This design comes from an exercise in tuning for small area, a short achievable clock period and few clock cycles on the open sky130 flow, not from production work. The RTL was checked by simulation tests, not by an equivalence proof against the original design. Power is estimated from default activity; no workload was simulated.

==> design.v <==
package arcd_pkg;
   localparam int NUM_ALERTS = 32;
   localparam int TIME_BITS  = 48;
   localparam int IDX_W      = 5;
   localparam int DELAY_W    = 32;
   localparam logic [2:0] OP_RAISE      = 3'd0;
   localparam logic [2:0] OP_RAISE_NOW  = 3'd1;
   localparam logic [2:0] OP_CANCEL     = 3'd2;
   localparam logic [2:0] OP_CANCEL_NOW = 3'd3;
   localparam logic [2:0] OP_TICK       = 3'd4;
   localparam logic [2:0] ST_ABSENT   = 3'd0;
   localparam logic [2:0] ST_RISING   = 3'd1;
   localparam logic [2:0] ST_MAYRISE  = 3'd2;
   localparam logic [2:0] ST_RAISED   = 3'd3;
   localparam logic [2:0] ST_DROPPING = 3'd4;
   localparam logic [1:0] NOTE_NONE     = 2'd0;
   localparam logic [1:0] NOTE_RAISED   = 2'd1;
   localparam logic [1:0] NOTE_CANCELED = 2'd2;
endpackage
module arcd_sat_add #(
   parameter int TW = 48,
   parameter int DW = 32
) (
   input  logic [TW-1:0] a,
   input  logic [DW-1:0] d,
   output logic [TW-1:0] s
);
   logic [TW:0] sum;
   assign sum = {1'b0, a} + (TW+1)'(d);
   assign s   = sum[TW] ? '1 : sum[TW-1:0];
endmodule
module arcd_cmp #(
   parameter int TW = 48
) (
   input  logic [TW-1:0] a,
   input  logic [TW-1:0] b,
   output logic          le
);
   function automatic logic [1:0] gp_node(input logic [1:0] hi, input logic [1:0] lo);
      gp_node = {hi[1] | (hi[0] & lo[1]), hi[0] & lo[0]};
   endfunction
   logic [1:0] l0 [48];
   logic [1:0] l1 [24];
   logic [1:0] l2 [12];
   logic [1:0] l3 [6];
   logic [1:0] l4 [3];
   logic [1:0] l5;
   logic [1:0] l6;
   always_comb begin
      for (int i = 0; i < 48; i++) l0[i] = {a[i] & ~b[i], a[i] | ~b[i]};
      for (int i = 0; i < 24; i++) l1[i] = gp_node(l0[2*i+1], l0[2*i]);
      for (int i = 0; i < 12; i++) l2[i] = gp_node(l1[2*i+1], l1[2*i]);
      for (int i = 0; i < 6; i++)  l3[i] = gp_node(l2[2*i+1], l2[2*i]);
      for (int i = 0; i < 3; i++)  l4[i] = gp_node(l3[2*i+1], l3[2*i]);
      l5 = gp_node(l4[1], l4[0]);
      l6 = gp_node(l4[2], l5);
   end
   assign le = ~l6[1];
endmodule
module arcd_rise_sum #(
   parameter int N  = 32,
   parameter int TW = 48,
   parameter int DW = 32
) (
   input  logic [N*TW-1:0] rise,
   input  logic [N-1:0]  oh,
   input  logic [DW-1:0] dly,
   output logic [31:0]   lo,
   output logic          c,
   output logic [15:0]   hi,
   output logic [15:0]   hi1
);
   logic [TW-1:0] r;
   logic [32:0]   s;
   always_comb begin
      r = '0;
      for (int i = 0; i < N; i++) r = r | (rise[i*TW +: TW] & {TW{oh[i]}});
   end
   assign s   = {1'b0, r[31:0]} + {1'b0, dly};
   assign lo  = s[31:0];
   assign c   = s[32];
   assign hi  = r[47:32];
   assign hi1 = r[47:32] + 16'd1;
endmodule
module arcd_cmp_n #(
   parameter int TW = 48
) (
   input  logic [TW-1:0] a,
   input  logic [TW-1:0] nb,
   output logic          le
);
   function automatic logic [1:0] gp_node(input logic [1:0] hi, input logic [1:0] lo);
      gp_node = {hi[1] | (hi[0] & lo[1]), hi[0] & lo[0]};
   endfunction
   logic [1:0] l0 [48];
   logic [1:0] l1 [24];
   logic [1:0] l2 [12];
   logic [1:0] l3 [6];
   logic [1:0] l4 [3];
   logic [1:0] l5;
   logic [1:0] l6;
   always_comb begin
      for (int i = 0; i < 48; i++) l0[i] = {a[i] & nb[i], a[i] | nb[i]};
      for (int i = 0; i < 24; i++) l1[i] = gp_node(l0[2*i+1], l0[2*i]);
      for (int i = 0; i < 12; i++) l2[i] = gp_node(l1[2*i+1], l1[2*i]);
      for (int i = 0; i < 6; i++)  l3[i] = gp_node(l2[2*i+1], l2[2*i]);
      for (int i = 0; i < 3; i++)  l4[i] = gp_node(l3[2*i+1], l3[2*i]);
      l5 = gp_node(l4[1], l4[0]);
      l6 = gp_node(l4[2], l5);
   end
   assign le = ~l6[1];
endmodule
import arcd_pkg::*;
module arcd_eval (
   input  logic       sel,       
   input  logic       tick,      
   input  logic [2:0] op,
   input  logic [2:0] st,
   input  logic       vis_due,
   input  logic       cancel_due,
   output logic [2:0] st_d,
   output logic [1:0] note,
   output logic       set_rise,
   output logic       set_vis,
   output logic       set_cancel
);
   always_comb begin
      st_d       = st;
      note       = NOTE_NONE;
      set_rise   = 1'b0;
      set_vis    = 1'b0;
      set_cancel = 1'b0;
      if (tick) begin
         if (st == ST_RISING || st == ST_MAYRISE) begin
            if (vis_due) begin
               st_d = ST_RAISED;
               note = NOTE_RAISED;
            end else if (st == ST_MAYRISE && cancel_due) begin
               st_d = ST_ABSENT;
            end
         end else if (st == ST_DROPPING && cancel_due) begin
            st_d = ST_ABSENT;
            note = NOTE_CANCELED;
         end
      end else if (sel) begin
         case (op)
            OP_RAISE: begin
               if (st == ST_MAYRISE && vis_due) begin
                  st_d = ST_RAISED;
                  note = NOTE_RAISED;
               end else if (st == ST_ABSENT || st == ST_MAYRISE) begin
                  st_d     = ST_RISING;
                  set_rise = (st == ST_ABSENT);
                  set_vis  = 1'b1;
               end else if (st == ST_DROPPING) begin
                  st_d = ST_RAISED;
               end
            end
            OP_RAISE_NOW: begin
               if (st == ST_ABSENT || st == ST_RISING || st == ST_MAYRISE) begin
                  st_d     = ST_RAISED;
                  note     = NOTE_RAISED;
                  set_rise = (st == ST_ABSENT);
               end else if (st == ST_DROPPING) begin
                  st_d = ST_RAISED;
               end
            end
            OP_CANCEL: begin
               if (st == ST_RISING) begin
                  st_d       = ST_MAYRISE;
                  set_cancel = 1'b1;
               end else if (st == ST_RAISED) begin
                  st_d       = ST_DROPPING;
                  set_cancel = 1'b1;
               end
            end
            OP_CANCEL_NOW: begin
               if (st == ST_RISING || st == ST_MAYRISE) begin
                  st_d = ST_ABSENT;
               end else if (st == ST_RAISED || st == ST_DROPPING) begin
                  st_d = ST_ABSENT;
                  note = NOTE_CANCELED;
               end
            end
            default: ;
         endcase
      end
   end
endmodule
module arcd_tick (
   input  logic [2:0] st,
   input  logic       vis_due,
   input  logic       cancel_due,
   output logic [2:0] st_d
);
   always_comb begin
      st_d = st;
      if (st == ST_RISING || st == ST_MAYRISE) begin
         if (vis_due) begin
            st_d = ST_RAISED;
         end else if (st == ST_MAYRISE && cancel_due) begin
            st_d = ST_ABSENT;
         end
      end else if (st == ST_DROPPING && cancel_due) begin
         st_d = ST_ABSENT;
      end
   end
endmodule
import arcd_pkg::*;
module alert_raise_cancel_debounce (
   input  logic        clock,
   input  logic        reset,
   input  logic        start,
   output logic        busy,
   input  logic [55:0] req_data,
   output logic        rsp_strobe,
   output logic [14:0] rsp_data,
   input  logic        csr_we,
   input  logic [1:0]  csr_index,
   input  logic [31:0] csr_wdata
);
   localparam int N  = NUM_ALERTS;
   localparam int TW = TIME_BITS;
   localparam int DW = DELAY_W;
   logic          busy_ff;
   logic          v0_ff;
   logic [2:0]    op0_ff;
   logic [4:0]    idx0_ff;
   logic [N-1:0]  oh0_ff;      
   logic [TW-1:0] now0_ff;
   logic [TW-1:0] now0n_ff;    
   always_ff @(posedge clock) begin
      if (reset) v0_ff <= 1'b0;
      else       v0_ff <= start && !busy_ff;
   end
   always_ff @(posedge clock) begin
      op0_ff  <= req_data[55:53];
      idx0_ff <= req_data[52:48];
      for (int i = 0; i < N; i++) oh0_ff[i] <= (req_data[52:48] == 5'(i));
      now0_ff <= req_data[47:0];
      now0n_ff <= ~req_data[47:0];
   end
   logic [DW-1:0] rise_dly_ff, mayrise_dly_ff, drop_dly_ff;
   always_ff @(posedge clock) begin
      if (reset) begin
         rise_dly_ff    <= '0;
         mayrise_dly_ff <= '0;
         drop_dly_ff    <= '0;
      end else if (csr_we) begin
         if (csr_index == 2'd0) rise_dly_ff    <= csr_wdata;
         if (csr_index == 2'd1) mayrise_dly_ff <= csr_wdata;
         if (csr_index == 2'd2) drop_dly_ff    <= csr_wdata;
      end
   end
   logic [2:0]    st_ff   [N];
   logic [TW-1:0] rise_ff [N];
   logic [TW-1:0] vis_ff  [N];
   logic [TW-1:0] can_ff  [N];
   logic          v2_ff;
   logic [2:0]    op2_ff;
   logic [4:0]    idx2_ff;
   logic [N-1:0]  oh2_ff;
   logic [TW-1:0] now2_ff;
   logic [TW-1:0] vis_now_ff, can_may_ff, can_drop_ff;
   logic [31:0]   rlo_ff;      
   logic          rc_ff;       
   logic [15:0]   rhi_ff;      
   logic [15:0]   rhi1_ff;     
   logic [N-1:0]  pvd_ff, pcd_ff;
   logic          fx_vis_ff, fx_can_ff;
   logic [4:0]    fx_idx_ff;
   logic [N-1:0]  fxv_ff, fxc_ff;    
   logic          fx_due_ff;   
   logic          is_tick, is_req;
   logic [N-1:0]  sel;
   logic [N-1:0]  vis_due, can_due;
   logic [2:0]    st_d     [N];
   logic [N-1:0]  set_rise, set_vis, set_can;
   always_ff @(posedge clock) begin
      if (reset) v2_ff <= 1'b0;
      else       v2_ff <= v0_ff;
   end
   for (genvar i = 0; i < N; i++) begin : g_cmp
      logic vd, cd;
      if (i < N/2) begin : g_t
         arcd_cmp #(.TW(TW)) u_vis_cmp (.a(vis_ff[i]), .b(now0_ff), .le(vd));
         arcd_cmp #(.TW(TW)) u_can_cmp (.a(can_ff[i]), .b(now0_ff), .le(cd));
      end else begin : g_n
         arcd_cmp_n #(.TW(TW)) u_vis_cmp (.a(vis_ff[i]), .nb(now0n_ff), .le(vd));
         arcd_cmp_n #(.TW(TW)) u_can_cmp (.a(can_ff[i]), .nb(now0n_ff), .le(cd));
      end
      always_ff @(posedge clock) begin
         pvd_ff[i] <= vd;
         pcd_ff[i] <= cd;
      end
   end
   logic [TW-1:0] vis_now, can_may, can_drop;
   logic [31:0]   rlo;
   logic          rc;
   logic [15:0]   rhi, rhi1;
   arcd_sat_add #(.TW(TW), .DW(DW)) u_vis_now  (.a(now0_ff), .d(rise_dly_ff),    .s(vis_now));
   arcd_sat_add #(.TW(TW), .DW(DW)) u_can_may  (.a(now0_ff), .d(mayrise_dly_ff), .s(can_may));
   arcd_sat_add #(.TW(TW), .DW(DW)) u_can_drop (.a(now0_ff), .d(drop_dly_ff),    .s(can_drop));
   logic [N*TW-1:0] rise_flat;
   for (genvar i = 0; i < N; i++) begin : g_rflat
      assign rise_flat[i*TW +: TW] = rise_ff[i];
   end
   arcd_rise_sum #(.N(N), .TW(TW), .DW(DW)) u_rise_sum (
      .rise (rise_flat),
      .oh   (oh0_ff),
      .dly  (rise_dly_ff),
      .lo   (rlo),
      .c    (rc),
      .hi   (rhi),
      .hi1  (rhi1)
   );
   always_ff @(posedge clock) begin
      op2_ff      <= op0_ff;
      idx2_ff     <= idx0_ff;
      oh2_ff      <= oh0_ff;
      now2_ff     <= now0_ff;
      vis_now_ff  <= vis_now;
      can_may_ff  <= can_may;
      can_drop_ff <= can_drop;
      rlo_ff      <= rlo;
      rc_ff       <= rc;
      rhi_ff      <= rhi;
      rhi1_ff     <= rhi1;
   end
   assign is_tick = v2_ff && (op2_ff == OP_TICK);
   assign is_req  = v2_ff && (op2_ff[2] == 1'b0);
   logic fx_due;
   assign fx_due = fx_due_ff;
   for (genvar i = 0; i < N; i++) begin : g_due
      assign vis_due[i] = fxv_ff[i] ? fx_due : pvd_ff[i];
      assign can_due[i] = fxc_ff[i] ? fx_due : pcd_ff[i];
   end
   logic [2:0]    s_sel;
   logic          pvd_sel, pcd_sel;
   always_comb begin
      s_sel   = '0;
      pvd_sel = 1'b0;
      pcd_sel = 1'b0;
      for (int i = 0; i < N; i++) begin
         s_sel   = s_sel   | (st_ff[i] & {3{oh2_ff[i]}});
         pvd_sel = pvd_sel | (pvd_ff[i] & oh2_ff[i]);
         pcd_sel = pcd_sel | (pcd_ff[i] & oh2_ff[i]);
      end
   end
   logic [TW-1:0] vis_rise, vis_wd, can_wd;
   always_comb begin
      if (!rc_ff)               vis_rise = {rhi_ff, rlo_ff};
      else if (&rhi_ff)         vis_rise = '1;
      else                      vis_rise = {rhi1_ff, rlo_ff};
   end
   assign vis_wd = (s_sel == ST_ABSENT) ? vis_now_ff : vis_rise;
   assign can_wd = (s_sel == ST_RISING) ? can_may_ff : can_drop_ff;
   logic [2:0] r_new;
   logic [1:0] r_note;
   logic       r_set_rise, r_set_vis, r_set_can;
   arcd_eval u_req_eval (
      .sel        (is_req),
      .tick       (1'b0),
      .op         (op2_ff),
      .st         (s_sel),
      .vis_due    (pvd_sel),
      .cancel_due (pcd_sel),
      .st_d       (r_new),
      .note       (r_note),
      .set_rise   (r_set_rise),
      .set_vis    (r_set_vis),
      .set_cancel (r_set_can)
   );
   logic [2:0] t_new [N];
   for (genvar i = 0; i < N; i++) begin : g_ent
      assign sel[i] = is_req && oh2_ff[i];
      arcd_tick u_tick_eval (
         .st         (st_ff[i]),
         .vis_due    (vis_due[i]),
         .cancel_due (can_due[i]),
         .st_d       (t_new[i])
      );
      assign st_d[i]     = is_tick ? t_new[i] : (sel[i] ? r_new : st_ff[i]);
      assign set_rise[i] = sel[i] && r_set_rise;
      assign set_vis[i]  = sel[i] && r_set_vis;
      assign set_can[i]  = sel[i] && r_set_can;
      always_ff @(posedge clock) begin
         if (reset) st_ff[i] <= ST_ABSENT;
         else       st_ff[i] <= st_d[i];
      end
      always_ff @(posedge clock) begin
         if (set_rise[i]) rise_ff[i] <= now2_ff;
         if (set_vis[i])  vis_ff[i]  <= vis_wd;
         if (set_can[i])  can_ff[i]  <= can_wd;
      end
   end
   logic fx_le, le_vn, le_vr, le_cm, le_cd;
   arcd_cmp #(.TW(TW)) u_fx_vn (.a(vis_now_ff),  .b(now0_ff), .le(le_vn));
   arcd_cmp #(.TW(TW)) u_fx_vr (.a(vis_rise),    .b(now0_ff), .le(le_vr));
   arcd_cmp #(.TW(TW)) u_fx_cm (.a(can_may_ff),  .b(now0_ff), .le(le_cm));
   arcd_cmp #(.TW(TW)) u_fx_cd (.a(can_drop_ff), .b(now0_ff), .le(le_cd));
   assign fx_le = (op2_ff == OP_RAISE) ? ((s_sel == ST_ABSENT) ? le_vn : le_vr)
                                       : ((s_sel == ST_RISING) ? le_cm : le_cd);
   always_ff @(posedge clock) begin
      if (reset) begin
         fx_vis_ff <= 1'b0;
         fx_can_ff <= 1'b0;
         fxv_ff    <= '0;
         fxc_ff    <= '0;
      end else begin
         fx_vis_ff <= is_req && r_set_vis;
         fx_can_ff <= is_req && r_set_can;
         fxv_ff    <= set_vis;
         fxc_ff    <= set_can;
      end
   end
   always_ff @(posedge clock) begin
      fx_idx_ff <= idx2_ff;
      fx_due_ff <= fx_le;
   end
   logic [14:0] req_rsp;
   assign req_rsp = {idx2_ff, s_sel, r_new, (r_new != s_sel), r_note, 1'b1};
   logic [N-1:0] chg;
   logic [1:0]   kind_d [N];
   for (genvar i = 0; i < N; i++) begin : g_chg
      assign chg[i]    = (t_new[i] != st_ff[i]);
      assign kind_d[i] = {t_new[i] == ST_ABSENT, st_ff[i] == ST_MAYRISE};
   end
   logic [N-1:0] m_ff;
   logic [1:0]   kind_ff [N];
   logic [N-1:0] m_low, m_rest;
   logic [4:0]   m_idx;
   logic [1:0]   m_kind;
   logic         m_any, m_last;
   logic [14:0]  tick_rsp;
   always_comb begin
      logic below;
      below = 1'b0;
      for (int i = 0; i < N; i++) begin
         m_low[i] = m_ff[i] & ~below;
         below    = below | m_ff[i];
      end
   end
   assign m_rest = m_ff & ~m_low;
   assign m_any  = |m_ff;
   assign m_last = ~|m_rest;
   always_comb begin
      m_idx = '0;
      for (int b = 0; b < 5; b++) begin
         for (int i = 0; i < N; i++) begin
            if (i[b]) m_idx[b] = m_idx[b] | m_low[i];
         end
      end
   end
   assign m_kind = kind_ff[m_idx];
   always_comb begin
      tick_rsp = {m_idx, 3'd0, 3'd0, 1'b1, 2'd0, m_last};
      unique case (m_kind)
         2'd0: begin tick_rsp[9:7] = ST_RISING;   tick_rsp[6:4] = ST_RAISED; tick_rsp[2:1] = NOTE_RAISED;   end
         2'd1: begin tick_rsp[9:7] = ST_MAYRISE;  tick_rsp[6:4] = ST_RAISED; tick_rsp[2:1] = NOTE_RAISED;   end
         2'd2: begin tick_rsp[9:7] = ST_DROPPING; tick_rsp[6:4] = ST_ABSENT; tick_rsp[2:1] = NOTE_CANCELED; end
         2'd3: begin tick_rsp[9:7] = ST_MAYRISE;  tick_rsp[6:4] = ST_ABSENT; tick_rsp[2:1] = NOTE_NONE;     end
      endcase
   end
   function automatic logic [3:0] th_add(input logic [3:0] a, input logic [3:0] b);
      th_add[0] = a[0] | b[0];
      th_add[1] = a[1] | b[1] | (a[0] & b[0]);
      th_add[2] = a[2] | b[2] | (a[1] & b[0]) | (a[0] & b[1]);
      th_add[3] = a[3] | b[3] | (a[2] & b[0]) | (a[1] & b[1]) | (a[0] & b[2]);
   endfunction
   function automatic logic ge4(input logic [N-1:0] v);
      logic [3:0] l [2*N];
      for (int i = 0; i < N; i++) l[N+i] = {3'b0, v[i]};
      for (int i = N-1; i >= 1; i--) l[i] = th_add(l[2*i], l[2*i+1]);
      ge4 = l[1][3];
   endfunction
   function automatic logic tick_chg(input logic [2:0] st, input logic vd, input logic cd);
      tick_chg = ((st == ST_RISING || st == ST_MAYRISE) && vd)
              || (st == ST_MAYRISE && cd)
              || (st == ST_DROPPING && cd);
   endfunction
   function automatic logic [3:0] th_cnt(input logic [N-1:0] v);
      logic [3:0] l [2*N];
      for (int i = 0; i < N; i++) l[N+i] = {3'b0, v[i]};
      for (int i = N-1; i >= 1; i--) l[i] = th_add(l[2*i], l[2*i+1]);
      th_cnt = l[1];
   endfunction
   logic [N-1:0] fx_sel, chg_ex;
   logic [3:0]   cnt_ex;
   logic         fx_any, chg_fx, tick_ge4;
   assign fx_any = fx_vis_ff || fx_can_ff;
   for (genvar i = 0; i < N; i++) begin : g_cnt
      assign fx_sel[i] = fxv_ff[i] || fxc_ff[i];
      assign chg_ex[i] = !fx_sel[i] && tick_chg(st_ff[i], pvd_ff[i], pcd_ff[i]);
   end
   assign cnt_ex   = th_cnt(chg_ex);
   assign chg_fx   = fx_any && tick_chg(st_ff[fx_idx_ff],
                                        fx_vis_ff ? fx_due : pvd_ff[fx_idx_ff],
                                        fx_can_ff ? fx_due : pcd_ff[fx_idx_ff]);
   assign tick_ge4 = cnt_ex[3] || (cnt_ex[2] && chg_fx);
   logic        rsp_v_ff, sk_v_ff;
   logic [14:0] rsp_ff, sk_ff;
   logic        busy_d;
   always_comb begin
      if (is_tick) busy_d = tick_ge4;
      else         busy_d = ge4(m_rest);
      if (start && !busy_ff && req_data[55:53] == OP_TICK) busy_d = 1'b1;
      if (v0_ff && op0_ff == OP_TICK) busy_d = 1'b1;
   end
   always_ff @(posedge clock) begin
      if (reset) begin
         m_ff     <= '0;
         rsp_v_ff <= 1'b0;
         sk_v_ff  <= 1'b0;
         busy_ff  <= 1'b0;
      end else begin
         busy_ff <= busy_d;
         if (is_tick) m_ff <= chg;
         else         m_ff <= m_rest;
         rsp_v_ff <= m_any || sk_v_ff || is_req;
         sk_v_ff  <= is_req && (m_any || sk_v_ff);
      end
   end
   always_ff @(posedge clock) begin
      if (m_any)        rsp_ff <= tick_rsp;
      else if (sk_v_ff) rsp_ff <= sk_ff;
      else              rsp_ff <= req_rsp;
      if (is_req)       sk_ff  <= req_rsp;
      if (is_tick) begin
         for (int i = 0; i < N; i++) kind_ff[i] <= kind_d[i];
      end
   end
   assign busy       = busy_ff;
   assign rsp_strobe = rsp_v_ff;
   assign rsp_data   = rsp_ff;
endmodule
==> run.sh <==
#!/bin/bash
# synth_recipe.tcl (not shown) runs the flow's synth.tcl, then flattens the netlist and writes it again
# the make line also repeats each setting of config.mk as NAME=value (left out here)
make -C /OpenROAD-flow-scripts/flow DESIGN_CONFIG=/design/flow/config.mk WORK_HOME=/design/flow/orfs CLKGATE_MAP_FILE= SYNTH_SCRIPT=/design/flow/synth_recipe.tcl finish
==> config.mk <==
export PLATFORM = sky130hd
export DESIGN_NAME = alert_raise_cancel_debounce
export DESIGN_NICKNAME = alert_raise_cancel_debounce
export VERILOG_FILES = /design/flow/design.v
export SDC_FILE = /design/flow/constraint.sdc
export NUM_CORES = 4
export LEC_CHECK = 0
export CAP_MARGIN = 20
export CORE_MARGIN = 2
export CORE_UTILIZATION = 45
export SETUP_SLACK_MARGIN = 4.5
export SLEW_MARGIN = 20
export SYNTH_HIERARCHICAL = 1
export SYNTH_MEMORY_MAX_BITS = 8192
export TNS_END_PERCENT = 5
==> constraint.sdc <==
create_clock -name core_clock -period 8.0 [get_ports {clock}]
set_input_delay 1.6000 -clock core_clock [delete_from_list [all_inputs] [get_ports {clock}]]
set_output_delay 1.6000 -clock core_clock [all_outputs]
set_load 0.01 [all_outputs]
==> flow_metrics.env <==
export IMPL_status="timing/DRC/antenna clean"
export IMPL_ys_ff_latch=5499
export IMPL_fin_area_um2=288500
export IMPL_startpoint="now0_ff[26]"
export IMPL_avgRoutedWirePerCell_um=32.96
export IMPL_yosysWarnings=41
export IMPL_vias=187900
export IMPL_r2r_start="now0_ff[26]"
export IMPL_antenna_found_initial=128
export IMPL_synth_area_um2=245800
export IMPL_dr_pass1_iters=13
export IMPL_htree_levels=6
export IMPL_clock_path_buffers=4
export IMPL_drive_gt1_frac=0.1466
export IMPL_postRouteAntennaNets=0
export IMPL_fin_util=0.5302
export IMPL_fin_setup_tns_ns=0
export IMPL_die_x_um=743.0
export IMPL_ir_drop_mv=0.2259
export IMPL_grt_pass1_vias=173300
export IMPL_core_um2=544200
export IMPL_finClkSkew_ns=0.1259
export IMPL_ios=111
export IMPL_critPathLaunchType="register"
export IMPL_synth_distinct_cells=114
export IMPL_grt_overflow=0
export IMPL_viasPerCell=6.537
export IMPL_fmax_mhz=240.7
export IMPL_async_flop_share=0
export IMPL_drv_cap=0
export IMPL_fillers=45490
export IMPL_cp_slowest_cell="a41oi_2"
export IMPL_fin_crit_ns=4.155
export IMPL_placed_cell_area_um2=258500
export IMPL_powerDensity_nw_per_um2=226.4
export IMPL_synth_flop_cell="edfxtp_1"
export IMPL_rsz0062_at_grt="yes"
export IMPL_numClockSinks=5499
export IMPL_cpPeakStageDelay_ns=1.08
export IMPL_cts_buffers=596
export IMPL_crit_path_end_kind="register"
export IMPL_routabilityCongestion=0.9484
export IMPL_synth_top_area_share=0.5726
export IMPL_slew_viol_final=0
export IMPL_max_slew_margin=0.1833
export IMPL_leakagePower_nw=100.3
export IMPL_die_y_um=743.0
export IMPL_setup_viol=0
export IMPL_synth_area_leaders="edfxtp_1, dfxtp_1, a22oi_1"
export IMPL_synth_edf_count=4686
export IMPL_synthCells=19740
export IMPL_yosys_area_top_type="edfxtp_1"
export IMPL_numPortBuffers=110
export IMPL_yosysSeqAreaShare=0.6388
export IMPL_fin_crit_sh=0.5193
export IMPL_final_nets=21200
export IMPL_required_ns=8.86
export IMPL_worstSetupPathType="reg -> reg"
export IMPL_rows=271
export IMPL_hold_viol_final=0
export IMPL_areaGrowthSynthToFinish_pct=17.41
export IMPL_arrival_ns=5.01
export IMPL_tightest_slew_ns=1.223
export IMPL_clkTransAtPathRegs_ns=0.06
export IMPL_crit_fanout=43
export IMPL_holdBufCountCts=0
export IMPL_min_path_type="reg -> reg"
export IMPL_cts_root_buf="clkbuf_16"
export IMPL_worstHoldStart="idx0_ff[1]"
export IMPL_grt_first_pass_wirelength_um=1269000
export IMPL_insertion_delay_ns=1.14
export IMPL_hpwl_um=564000
export IMPL_crit_chain="buf_4 > nand2b_1 > maj3_1 > a21bo_1 > maj3_2 > o21ai_1 > nand4_1 > a41oi_2"
export IMPL_syn_area_per_cell_um2=12.45
export IMPL_drt_iter0_markers=28290
export IMPL_start_util=0.4516
export IMPL_drt_wl_total_um=947400
export IMPL_drcViolationCount=0
export IMPL_cts_tree="yes"
export IMPL_die_area_um2=552000
export IMPL_gr_usage_all_layers=0.3210
export IMPL_grt_max_degree=134
export IMPL_syn_num_nets=19970
modules after synthesis (local to each module, per instance), excerpt:
module                       area (µm²)  flops+latches  times used
alert_raise_cancel_debounce      174100           5499           1
arcd_eval                         335.3              0           1
arcd_tick                         61.31              0          32
cell usage after synthesis (66+ instances only):
| master | instances |
|---|---|
| nor2b_1 | 142 |
| a22o_1 | 119 |
| nand4_1 | 266 |
| nor2_1 | 1199 |
| o221ai_1 | 179 |
| dfxtp_1 | 813 |
| a222oi_1 | 255 |
| o22a_1 | 68 |
| o211ai_1 | 183 |
| a21oi_1 | 951 |
| xor2_1 | 87 |
| mux2_2 | 167 |
| nand2_1 | 948 |
| a311oi_1 | 110 |
| a21o_1 | 67 |
| maj3_1 | 471 |
| o21ai_1 | 86 |
| and2_1 | 66 |
| o2bb2ai_1 | 143 |
| nor4_1 | 107 |
| a31oi_1 | 479 |
| nand3_1 | 414 |
| maj3_2 | 177 |
| buf_1 | 88 |
| a211oi_1 | 106 |
| a221oi_1 | 158 |
| xnor2_1 | 121 |
| clkbuf_1 | 337 |
| nor3_1 | 570 |
| nand2b_1 | 441 |
| a2bb2oi_1 | 111 |
| o21ai_0 | 598 |
| ha_1 | 131 |
| a21boi_0 | 81 |
| o22ai_1 | 513 |
| o32ai_1 | 66 |
| inv_1 | 1838 |
| a22oi_1 | 1095 |
| edfxtp_1 | 4686 |
| and3_1 | 166 |
timing repair:
item | in CTS | in global routing
gates resized for setup | 507 | 501
cloned | 107 | 49
setup endpoints to repair | 8084 | 8051
pin swaps | 58 | 113
setup buffers | 185 | 219
where the power goes:
part,internal [W],switching (W),total [W]
logic,0.00165,0.00369,0.00534
registers,0.0316,0.000822,0.0325
clock network,0.0157,0.0118,0.0275
path summary, 6_finish.rpt:
path | end | slack [ns] | depth (start not counted)
worst min register to register | idx2_ff[1] | 0.33 | 0
worst max-delay path | pcd_ff[14] | 3.85 | 8
worst min-delay path | idx2_ff[1] | 0.33 | 0
worst max register to register | pcd_ff[14] | 3.85 | 8
logic make-up (layout without fill, tap and decap cells):
| group | Yosys count | count (layout) | synth area share |
|---|---|---|---|
| xor+xnor | 208 | 208 | 0.007413 |
| buf+inv | 2334 | 3938 | 0.03606 |
| simple gates | 4742 | 4801 | 0.09708 |
| other cells | 1 | 58 | 0.00001526 |
| fa+ha+maj | 783 | 783 | 0.03429 |
| compound gates | 5940 | 5940 | 0.1749 |
| mux | 236 | 286 | 0.01139 |
| flops | 5499 | 5499 | 0.6388 |
routing by layer:
metal | routed length [µm] | global-route usage
met5 | 428 | 0
met4 | 61740 | 0.1802
met3 | 117100 | 0.07751
met2 | 406300 | 0.4823
met1 | 361800 | 0.4276
layout by cell type (no fill, tap or decap), types with 407 or more instances in the layout:
master,count
o22ai_1,511
a31oi_1,456
nor3_1,559
nor2_1,1192
inv_1,1836
clkbuf_16,640
o21ai_0,592
nand2_1,946
buf_4,532
dfxtp_1,610
nand2b_1,437
maj3_1,471
nand3_1,407
edfxtp_1,4686
a21oi_1,940
a22oi_1,1072
through the flow:
stage | hold slack, ns | power, W | std cells | worst slack (ns)
finish | 0.3274 | 0.06531 | 28750 | 3.845
CTS | 0.3263 | 0.06500 | 28420 | 3.993
detailed placement | 0.3121 | 0.03761 | 27040 | 2.594
global route | 0.3322 | 0.06682 | 28700 | 3.910
floorplan | 0.3096 | 0.03509 | 19740 | 4.031
global placement | 0.3111 | 0.03756 | 27040 | 2.599
cell type report:
| cell class | instances | area (µm²) | area share |
|---|---|---|---|
| clock inverters | 311 | 3113 | 0.01079 |
| diodes | 57 | 142.6 | 0.0004944 |
| flip-flops and latches | 5499 | 157500 | 0.5459 |
| repair buffers | 1011 | 11650 | 0.04039 |
| repair inverters | 1 | 8.758 | 0.00003036 |
| clock buffers | 775 | 16140 | 0.05592 |
| inverters | 1840 | 6939 | 0.02405 |
| multi-input cells | 12020 | 83970 | 0.2910 |
| well taps | 7234 | 9051 | 0.03137 |
state kept, by name (all words and copies together), names as in the netlist, 64 cells and up:
name	cells
can_ff	1536
kind_ff	64
rise_ff	1536
st_ff	96
vis_ff	1536
worst max-delay path, delay by kind of cell, from the launching register on:
kind / cells / cell delay, ns
adders and majority gates: 2 / 0.48
DFF: 1 / 0.73
and+or+nand+nor: 2 / 0.64
buffers and inverters: 1 / 0.52
AOI/OAI and AO/OA: 3 / 1.43
Testbench counts, summed over its fixed seeds: cycles 29,111.

-- afterwards: timing with drivers on the ports --
How much do the figures lean on ideal ports? The routed layout below was timed once more, with nothing changed but the port constraints. Step 1, drivers: a clkbuf_16 drives clock and a buf_2 each remaining input, both assumed. Step 2 times the ports against the registers' clock, not the clock port: input delays grow and output delays shrink by t, the midpoint of the rising clock arrivals with the driver on. Three values: ideal ports, drivers, drivers and shift; two values: the first two.
shift t [ns]: 1.204
setup WS [ns]: 3.845 / 3.845 / 3.268
worst setup path at the end: input to register
latest minus earliest clock arrival (ns): 0.133 / 0.134
After both steps this run still meets setup and hold. The setup slack of this run moves by 0.000 ns with the drivers and by -0.577 ns with both steps.
